Source: an optimization exercise on an open RTL-to-GDS flow (aim: small area, a short achievable clock period and few clock cycles per item). Production flows keep margins and buffers that such runs may drop. Where RTL was checked, it was by simulation tests only, not by an equivalence proof against the original.

== v6 ==
==> flow/design.v (excerpt) <==
module aes_core (
    input  logic                            clk,
    input  logic                            rst,
    input  logic                            start,
    input  logic [aes_pkg::block_width-1:0] plaintext,
    input  logic [aes_pkg::block_width-1:0] key,
    output logic [aes_pkg::block_width-1:0] ciphertext,
    output logic                            valid
);
Size: ~4600 cells after synthesis, roughly 390 I/O pins, ~41000 um^2 of cells after synthesis.
clock: 7.0 ns
lec_check: 0
abc_area: 1
cap_margin: 20
core_margin: 2
core_utilization: 45
setup_slack_margin: 1.4
slew_margin: 20
standard.sh (not shown) runs the stock make flow with config.mk's settings and CLKGATE_MAP_FILE= SYNTH_SCRIPT=/design/flow/synth_recipe.tcl, a recipe that flattens the netlist after the stock synthesis.
==> flow/flow/run.sh <==
#!/bin/bash
# Standard ORFS layout with these changes:
#  - synthesis maps the logic with its own ABC script
#    (flow/abc_area.script: delay-oriented mapping with some area
#    recovery), which suits this XOR-heavy design far better than
#    the stock scripts;
#  - synthesis skips the half/full-adder extraction, which would
#    freeze XOR/AND pairs of the S-boxes into slow adder cells;
#  - every port still gets its own buffer, but the smallest one.
# The registers and their names are those of the standard synthesis.
# make's output goes to make_finish.log; each ORFS step writes its
# own full log under orfs/logs/.
set -euo pipefail
WORK=$(pwd)
rm -rf "$WORK/scripts_mod"
cp -r "$FLOW_HOME/scripts" "$WORK/scripts_mod"
cp "$WORK/flow/abc_area.script" "$WORK/scripts_mod/abc_area.script"
bash "$WORK/standard.sh" SCRIPTS_DIR="$WORK/scripts_mod" ABC_AREA=1 ADDER_MAP_FILE= \
    BUFFER_PORTS_ARGS="-buffer_cell sky130_fd_sc_hd__buf_1" \
    finish > "$WORK/make_finish.log" 2>&1
==> flow/flow/abc_area.script <==
strash
dc2
&get -n
&dch
&nf -p -R 50
&put
topo
stime -c
buffer -c
upsize -c
dnsize -c
The following lists how v7 was set up differently from v6:
--- a/flow/design.v
+++ b/flow/design.v
@@ -33,32 +33,14 @@
     localparam logic [15:0] inv_tt_39 = 16'h8eca;
     localparam logic [15:0] inv_tt_40 = 16'hea26;
     localparam logic [15:0] inv_tt_41 = 16'h23d6;
     localparam logic [15:0] inv_tt_42 = 16'h789a;
     localparam logic [15:0] inv_tt_43 = 16'h3fa0;
     localparam logic [15:0] inv_tt_44 = 16'h64ec;
     localparam logic [15:0] inv_tt_45 = 16'h5b4c;
-    localparam logic [31:0] prod_tt_46 = 32'h2820a8a0;
-    localparam logic [31:0] prod_tt_47 = 32'ha8880828;
-    localparam logic [31:0] prod_tt_48 = 32'h80a8a088;
-    localparam logic [31:0] prod_tt_49 = 32'h0aaa8800;
-    localparam logic [31:0] prod_tt_50 = 32'ha082aa00;
-    localparam logic [31:0] prod_tt_51 = 32'haa282200;
-    localparam logic [31:0] prod_tt_52 = 32'h2a808288;
-    localparam logic [31:0] prod_tt_53 = 32'h228a20a0;
-    localparam logic [31:0] prod_tt_54 = 32'h080aa228;
-    localparam logic [31:0] prod_tt_55 = 32'h2820a8a0;
-    localparam logic [31:0] prod_tt_56 = 32'ha8880828;
-    localparam logic [31:0] prod_tt_57 = 32'h80a8a088;
-    localparam logic [31:0] prod_tt_58 = 32'h0aaa8800;
-    localparam logic [31:0] prod_tt_59 = 32'ha082aa00;
-    localparam logic [31:0] prod_tt_60 = 32'haa282200;
-    localparam logic [31:0] prod_tt_61 = 32'h2a808288;
-    localparam logic [31:0] prod_tt_62 = 32'h228a20a0;
-    localparam logic [31:0] prod_tt_63 = 32'h080aa228;
     assign {U0, U1, U2, U3, U4, U5, U6, U7} = a;
     assign T1 = U0 ^ U3;
     assign T2 = U0 ^ U5;
     assign T3 = U0 ^ U6;
     assign T4 = U3 ^ U5;
     assign T5 = U4 ^ U6;
     assign T6 = T1 ^ T5;
@@ -111,32 +93,32 @@
     assign M39 = inv_tt_39[{M20, M21, M22, M23}];
     assign M40 = inv_tt_40[{M20, M21, M22, M23}];
     assign M41 = inv_tt_41[{M20, M21, M22, M23}];
     assign M42 = inv_tt_42[{M20, M21, M22, M23}];
     assign M43 = inv_tt_43[{M20, M21, M22, M23}];
     assign M44 = inv_tt_44[{M20, M21, M22, M23}];
     assign M45 = inv_tt_45[{M20, M21, M22, M23}];
-    assign M46 = prod_tt_46[{M20, M21, M22, M23, T6}];
-    assign M47 = prod_tt_47[{M20, M21, M22, M23, T8}];
-    assign M48 = prod_tt_48[{M20, M21, M22, M23, U7}];
-    assign M49 = prod_tt_49[{M20, M21, M22, M23, T16}];
-    assign M50 = prod_tt_50[{M20, M21, M22, M23, T9}];
-    assign M51 = prod_tt_51[{M20, M21, M22, M23, T17}];
-    assign M52 = prod_tt_52[{M20, M21, M22, M23, T15}];
-    assign M53 = prod_tt_53[{M20, M21, M22, M23, T27}];
-    assign M54 = prod_tt_54[{M20, M21, M22, M23, T10}];
-    assign M55 = prod_tt_55[{M20, M21, M22, M23, T13}];
-    assign M56 = prod_tt_56[{M20, M21, M22, M23, T23}];
-    assign M57 = prod_tt_57[{M20, M21, M22, M23, T19}];
-    assign M58 = prod_tt_58[{M20, M21, M22, M23, T3}];
-    assign M59 = prod_tt_59[{M20, M21, M22, M23, T22}];
-    assign M60 = prod_tt_60[{M20, M21, M22, M23, T20}];
-    assign M61 = prod_tt_61[{M20, M21, M22, M23, T1}];
-    assign M62 = prod_tt_62[{M20, M21, M22, M23, T4}];
-    assign M63 = prod_tt_63[{M20, M21, M22, M23, T2}];
+    assign M46 = M44 & T6;
+    assign M47 = M40 & T8;
+    assign M48 = M39 & U7;
+    assign M49 = M43 & T16;
+    assign M50 = M38 & T9;
+    assign M51 = M37 & T17;
+    assign M52 = M42 & T15;
+    assign M53 = M45 & T27;
+    assign M54 = M41 & T10;
+    assign M55 = M44 & T13;
+    assign M56 = M40 & T23;
+    assign M57 = M39 & T19;
+    assign M58 = M43 & T3;
+    assign M59 = M38 & T22;
+    assign M60 = M37 & T20;
+    assign M61 = M42 & T1;
+    assign M62 = M45 & T4;
+    assign M63 = M41 & T2;
     assign L0 = M61 ^ M62;
     assign L1 = M50 ^ M56;
     assign L2 = M46 ^ M48;
     assign L3 = M47 ^ M55;
     assign L4 = M54 ^ M58;
     assign L5 = M49 ^ M61;
     assign L6 = M62 ^ L5;
## What came out
First-iteration DRC count, v7 and v6: lower on v7
Between v6 and v7, the buffer levels on the longest clock path does not differ in any meaningful way.
v7 ended with more fmax than v6.
v7 vs. v6: simple logic cell fraction of the synthesized area neither gained nor lost much, setup slack now larger, signed area change from the synthesized netlist to the final layout has decreased, summed area of non-filler cells in the final layout lost about 2.5%.
Summary of v7 over v6: final-layout worst hold slack essentially unchanged, count of clock-buffer cells in the layout has decreased.
v7: per-cell routed wire length higher than v6
Testbench counts of v7, summed over its fixed seeds: cycles 9,600, blocks 960.
Function not checked in v6: the RTL went through the layout flow alone.

========
main:
aes_core, a different RTL version from the one above (not shown whole).
For scale: about 4,700 cells after synthesis, roughly 390 flip-flops, roughly 390 I/O pins, roughly 0.040 mm2 of cells after synthesis.
==> module aes_key_schedule, before the edit <==
module aes_key_schedule (
    input  logic                            clk,
    input  logic                            running,
    input  logic [aes_pkg::block_width-1:0] key,
    input  logic [aes_pkg::byte_width-1:0]  rcon,
    output aes_pkg::aes_state_t             round_key
);
    localparam int word_bytes = aes_pkg::word_width / aes_pkg::byte_width;
    aes_pkg::aes_state_t prev_key;
    aes_pkg::aes_state_t next_key;
    logic [aes_pkg::word_width-1:0] rot_word;
    logic [aes_pkg::word_width-1:0] sub_word;
    logic [aes_pkg::word_width-1:0] w0_rcon;
    assign prev_key = running ? round_key : key;
    assign rot_word = {prev_key.words[3][aes_pkg::word_width-aes_pkg::byte_width-1:0],
                       prev_key.words[3][aes_pkg::word_width-1 -: aes_pkg::byte_width]};
    for (genvar i = 0; i < word_bytes; i++) begin : g_sbox
        aes_sbox i_sbox (
            .a (rot_word[aes_pkg::byte_width*i +: aes_pkg::byte_width]),
            .y (sub_word[aes_pkg::byte_width*i +: aes_pkg::byte_width])
        );
    end
    assign w0_rcon = prev_key.words[0] ^ {rcon, {(aes_pkg::word_width-aes_pkg::byte_width){1'b0}}};
    logic [aes_pkg::word_width-1:0] w01, w012, w0123;
    assign w01   = w0_rcon ^ prev_key.words[1];
    assign w012  = w01 ^ prev_key.words[2];
    assign w0123 = w012 ^ prev_key.words[3];
    always_comb begin
        next_key.words[0] = w0_rcon ^ sub_word;
        next_key.words[1] = w01 ^ sub_word;
        next_key.words[2] = w012 ^ sub_word;
        next_key.words[3] = w0123 ^ sub_word;
    end
    always_ff @(posedge clk) begin
        round_key <= next_key;
    end
endmodule
==> module aes_round, before the edit <==
module aes_round (
    input  logic                            clk,
    input  logic                            rst,
    input  logic                            running,
    input  logic                            valid,
    input  logic [aes_pkg::block_width-1:0] plaintext,
    input  logic [aes_pkg::block_width-1:0] key,
    input  aes_pkg::aes_state_t             round_key,
    output logic [aes_pkg::block_width-1:0] ciphertext
);
    localparam int num_bytes = aes_pkg::block_width / aes_pkg::byte_width;
    localparam int num_cols  = aes_pkg::block_width / aes_pkg::word_width;
    aes_pkg::aes_state_t cur_state;
    aes_pkg::aes_state_t mix_state;     
    aes_pkg::aes_state_t add_state;
    aes_pkg::aes_state_t sub_state;
    aes_pkg::aes_state_t shift_state;
    logic [aes_pkg::block_width-1:0] result;
    function automatic logic [aes_pkg::word_width-1:0] mix_add_column(
        input logic [aes_pkg::word_width-1:0] col,
        input logic [aes_pkg::word_width-1:0] key_col
    );
        logic [aes_pkg::byte_width-1:0] a0, a1, a2, a3;
        logic [aes_pkg::byte_width-1:0] k0, k1, k2, k3;
        logic [aes_pkg::byte_width-1:0] s0, s1, s2, s3;
        {a0, a1, a2, a3} = col;
        {k0, k1, k2, k3} = key_col;
        s0 = a0 ^ a1;
        s1 = a1 ^ a2;
        s2 = a2 ^ a3;
        s3 = a3 ^ a0;
        mix_add_column = {aes_pkg::xtime(s0) ^ (s2 ^ (a1 ^ k0)),
                          aes_pkg::xtime(s1) ^ (s3 ^ (a2 ^ k1)),
                          aes_pkg::xtime(s2) ^ (s0 ^ (a3 ^ k2)),
                          aes_pkg::xtime(s3) ^ (s1 ^ (a0 ^ k3))};
    endfunction
    always_comb begin
        for (int c = 0; c < num_cols; c++) begin
            mix_state.words[c] = mix_add_column(cur_state.words[c], round_key.words[c]);
        end
    end
    assign add_state = running ? mix_state : (plaintext ^ key);
    for (genvar i = 0; i < num_bytes; i++) begin : g_sbox
        aes_sbox i_sbox (
            .a (add_state.bytes[i]),
            .y (sub_state.bytes[i])
        );
    end
    always_comb begin
        for (int c = 0; c < num_cols; c++) begin
            for (int r = 0; r < num_cols; r++) begin
                shift_state.bytes[num_cols*c + r] =
                    sub_state.bytes[num_cols*((c + r) % num_cols) + r];
            end
        end
    end
    always_ff @(posedge clk) begin
        cur_state <= shift_state;
    end
    assign ciphertext = valid ? (cur_state ^ round_key) : result;
    always_ff @(posedge clk or posedge rst) begin
        if (rst) begin
            result <= '0;
        end else begin
            result <= ciphertext;
        end
    end
endmodule
==> module aes_core, before the edit <==
module aes_core (
    input  logic                            clk,
    input  logic                            rst,
    input  logic                            start,
    input  logic [aes_pkg::block_width-1:0] plaintext,
    input  logic [aes_pkg::block_width-1:0] key,
    output logic [aes_pkg::block_width-1:0] ciphertext,
    output logic                            valid
);
    logic                           running;
    logic                           last_round;
    logic [aes_pkg::byte_width-1:0] rcon;
    aes_pkg::aes_state_t            round_key;
    aes_ctrl i_aes_ctrl (
        .clk        (clk),
        .rst        (rst),
        .start      (start),
        .last_round (last_round),
        .running    (running),
        .valid      (valid)
    );
    aes_round_counter i_aes_round_counter (
        .clk        (clk),
        .rst        (rst),
        .running    (running),
        .last_round (last_round),
        .rcon       (rcon)
    );
    aes_key_schedule i_aes_key_schedule (
        .clk       (clk),
        .running   (running),
        .key       (key),
        .rcon      (rcon),
        .round_key (round_key)
    );
    aes_round i_aes_round (
        .clk        (clk),
        .rst        (rst),
        .running    (running),
        .valid      (valid),
        .plaintext  (plaintext),
        .key        (key),
        .round_key  (round_key),
        .ciphertext (ciphertext)
    );
endmodule
export LEC_CHECK = 0
export ABC_AREA = 1
export CAP_MARGIN = 20
export CORE_MARGIN = 2
export CORE_UTILIZATION = 45
export SETUP_SLACK_MARGIN = 1.25
export SLEW_MARGIN = 20
create_clock -name core_clock -period 7.0 [get_ports {clk}]
Scripts as last shown in full above: flow/flow/run.sh, flow/flow/abc_area.script
Testbench counts of main, summed over its fixed seeds: cycles 9,600, blocks 960.
Edits applied to the flow inputs when going from main to the feature branch:
--- a/flow/design.v
+++ b/flow/design.v
@@ -204,10 +204,10 @@
     input  logic                            running,
     input  logic [aes_pkg::block_width-1:0] key,
     input  logic [aes_pkg::byte_width-1:0]  rcon,
-    output aes_pkg::aes_state_t             round_key
+    output aes_pkg::aes_state_t             round_key,
+    output aes_pkg::aes_state_t             prev_key
 );
     localparam int word_bytes = aes_pkg::word_width / aes_pkg::byte_width;
-    aes_pkg::aes_state_t prev_key;
     aes_pkg::aes_state_t next_key;
     logic [aes_pkg::word_width-1:0] rot_word;
     logic [aes_pkg::word_width-1:0] sub_word;
@@ -243,42 +243,39 @@
     input  logic                            running,
     input  logic                            valid,
     input  logic [aes_pkg::block_width-1:0] plaintext,
-    input  logic [aes_pkg::block_width-1:0] key,
     input  aes_pkg::aes_state_t             round_key,
+    input  aes_pkg::aes_state_t             round_in_key,
     output logic [aes_pkg::block_width-1:0] ciphertext
 );
     localparam int num_bytes = aes_pkg::block_width / aes_pkg::byte_width;
     localparam int num_cols  = aes_pkg::block_width / aes_pkg::word_width;
     aes_pkg::aes_state_t cur_state;
-    aes_pkg::aes_state_t mix_state;     
+    aes_pkg::aes_state_t mix_state;
     aes_pkg::aes_state_t add_state;
     aes_pkg::aes_state_t sub_state;
     aes_pkg::aes_state_t shift_state;
     logic [aes_pkg::block_width-1:0] result;
-    function automatic logic [aes_pkg::word_width-1:0] mix_add_column(
-        input logic [aes_pkg::word_width-1:0] col,
-        input logic [aes_pkg::word_width-1:0] key_col
+    function automatic logic [aes_pkg::word_width-1:0] mix_column(
+        input logic [aes_pkg::word_width-1:0] col
     );
         logic [aes_pkg::byte_width-1:0] a0, a1, a2, a3;
-        logic [aes_pkg::byte_width-1:0] k0, k1, k2, k3;
         logic [aes_pkg::byte_width-1:0] s0, s1, s2, s3;
         {a0, a1, a2, a3} = col;
-        {k0, k1, k2, k3} = key_col;
         s0 = a0 ^ a1;
         s1 = a1 ^ a2;
         s2 = a2 ^ a3;
         s3 = a3 ^ a0;
-        mix_add_column = {aes_pkg::xtime(s0) ^ (s2 ^ (a1 ^ k0)),
-                          aes_pkg::xtime(s1) ^ (s3 ^ (a2 ^ k1)),
-                          aes_pkg::xtime(s2) ^ (s0 ^ (a3 ^ k2)),
-                          aes_pkg::xtime(s3) ^ (s1 ^ (a0 ^ k3))};
+        mix_column = {aes_pkg::xtime(s0) ^ (s2 ^ a1),
+                      aes_pkg::xtime(s1) ^ (s3 ^ a2),
+                      aes_pkg::xtime(s2) ^ (s0 ^ a3),
+                      aes_pkg::xtime(s3) ^ (s1 ^ a0)};
     endfunction
     always_comb begin
         for (int c = 0; c < num_cols; c++) begin
-            mix_state.words[c] = mix_add_column(cur_state.words[c], round_key.words[c]);
+            mix_state.words[c] = mix_column(cur_state.words[c]);
         end
     end
-    assign add_state = running ? mix_state : (plaintext ^ key);
+    assign add_state = (running ? mix_state : plaintext) ^ round_in_key;
     for (genvar i = 0; i < num_bytes; i++) begin : g_sbox
         aes_sbox i_sbox (
             .a (add_state.bytes[i]),
@@ -319,6 +316,7 @@
     logic                           last_round;
     logic [aes_pkg::byte_width-1:0] rcon;
     aes_pkg::aes_state_t            round_key;
+    aes_pkg::aes_state_t            round_in_key;
     aes_ctrl i_aes_ctrl (
         .clk        (clk),
         .rst        (rst),
@@ -339,16 +337,17 @@
         .running   (running),
         .key       (key),
         .rcon      (rcon),
-        .round_key (round_key)
+        .round_key (round_key),
+        .prev_key  (round_in_key)
     );
     aes_round i_aes_round (
         .clk        (clk),
         .rst        (rst),
         .running    (running),
         .valid      (valid),
-        .plaintext  (plaintext),
-        .key        (key),
-        .round_key  (round_key),
+        .plaintext    (plaintext),
+        .round_key    (round_key),
+        .round_in_key (round_in_key),
         .ciphertext (ciphertext)
     );
 endmodule
Findings:
- Every stage of the flow completed for the feature branch, and the final layout passed the timing, design-rule and antenna checks.
- NOTE: portion of netlist area occupied by mux cells in the feature branch exceeds that of main
- [the feature branch] share of synthesized cell area in and, or, nand and nor gates rose 0.32 points relative to main
- On signal arrival time at the worst endpoint: between main and the feature branch, it ends up higher for main.
- Changes observed in the feature branch relative to main: register-to-register slack went up 70 ps; shortest period the worst path allows now sits lower; share of layout cells above drive strength 1 has increased.
- The feature branch against main: synthesized cell count lost 158, via count saw a decrease, sequential share of layout area now sits higher, multi-input logic portion of the cell area fell 0.47 points.
- Core utilization was lower in the feature branch than in main.
Testbench counts of the feature branch, summed over its fixed seeds: cycles 9,600, blocks 960.

==> separate check: timing with driven ports <==
No port has a modelled driver above. Below, the same layouts with a new extraction and two added sets of constraints.
Step 1 sets driving cells, clkbuf_16 on the clock port and buf_2 on the other inputs (assumed; they add their load-dependent delay and slew).
Step 2 also shifts input and output timing later by t, the mid clock arrival at the registers, as if the neighbouring blocks saw the same clock.
Slacks: ideal ports / drivers / drivers and shift; pairs: ideal ports / drivers.
| run | shift t [ns] | setup slack, ns | slew at the worst register clock pin (ns) | worst data-port slew with drivers (ns) |
|---|---|---|---|---|
| v6 | 0.702 | 1.499 / 1.499 / 0.979 | 0.07 / 0.07 | 0.12 |
| v7 | 0.716 | 1.578 / 1.578 / 0.957 | 0.07 / 0.07 | 0.12 |
| main | 0.678 | 1.357 / 1.404 / 0.725 | 0.07 / 0.07 | 0.05 |
| the feature branch | 0.717 | 1.479 / 1.479 / 0.812 | 0.07 / 0.07 | 0.12 |
After both steps setup and hold are still met in every run listed. For the feature branch, which loses most, drivers alone change the setup slack by 0.000 ns; drivers and shift together by -0.667 ns.
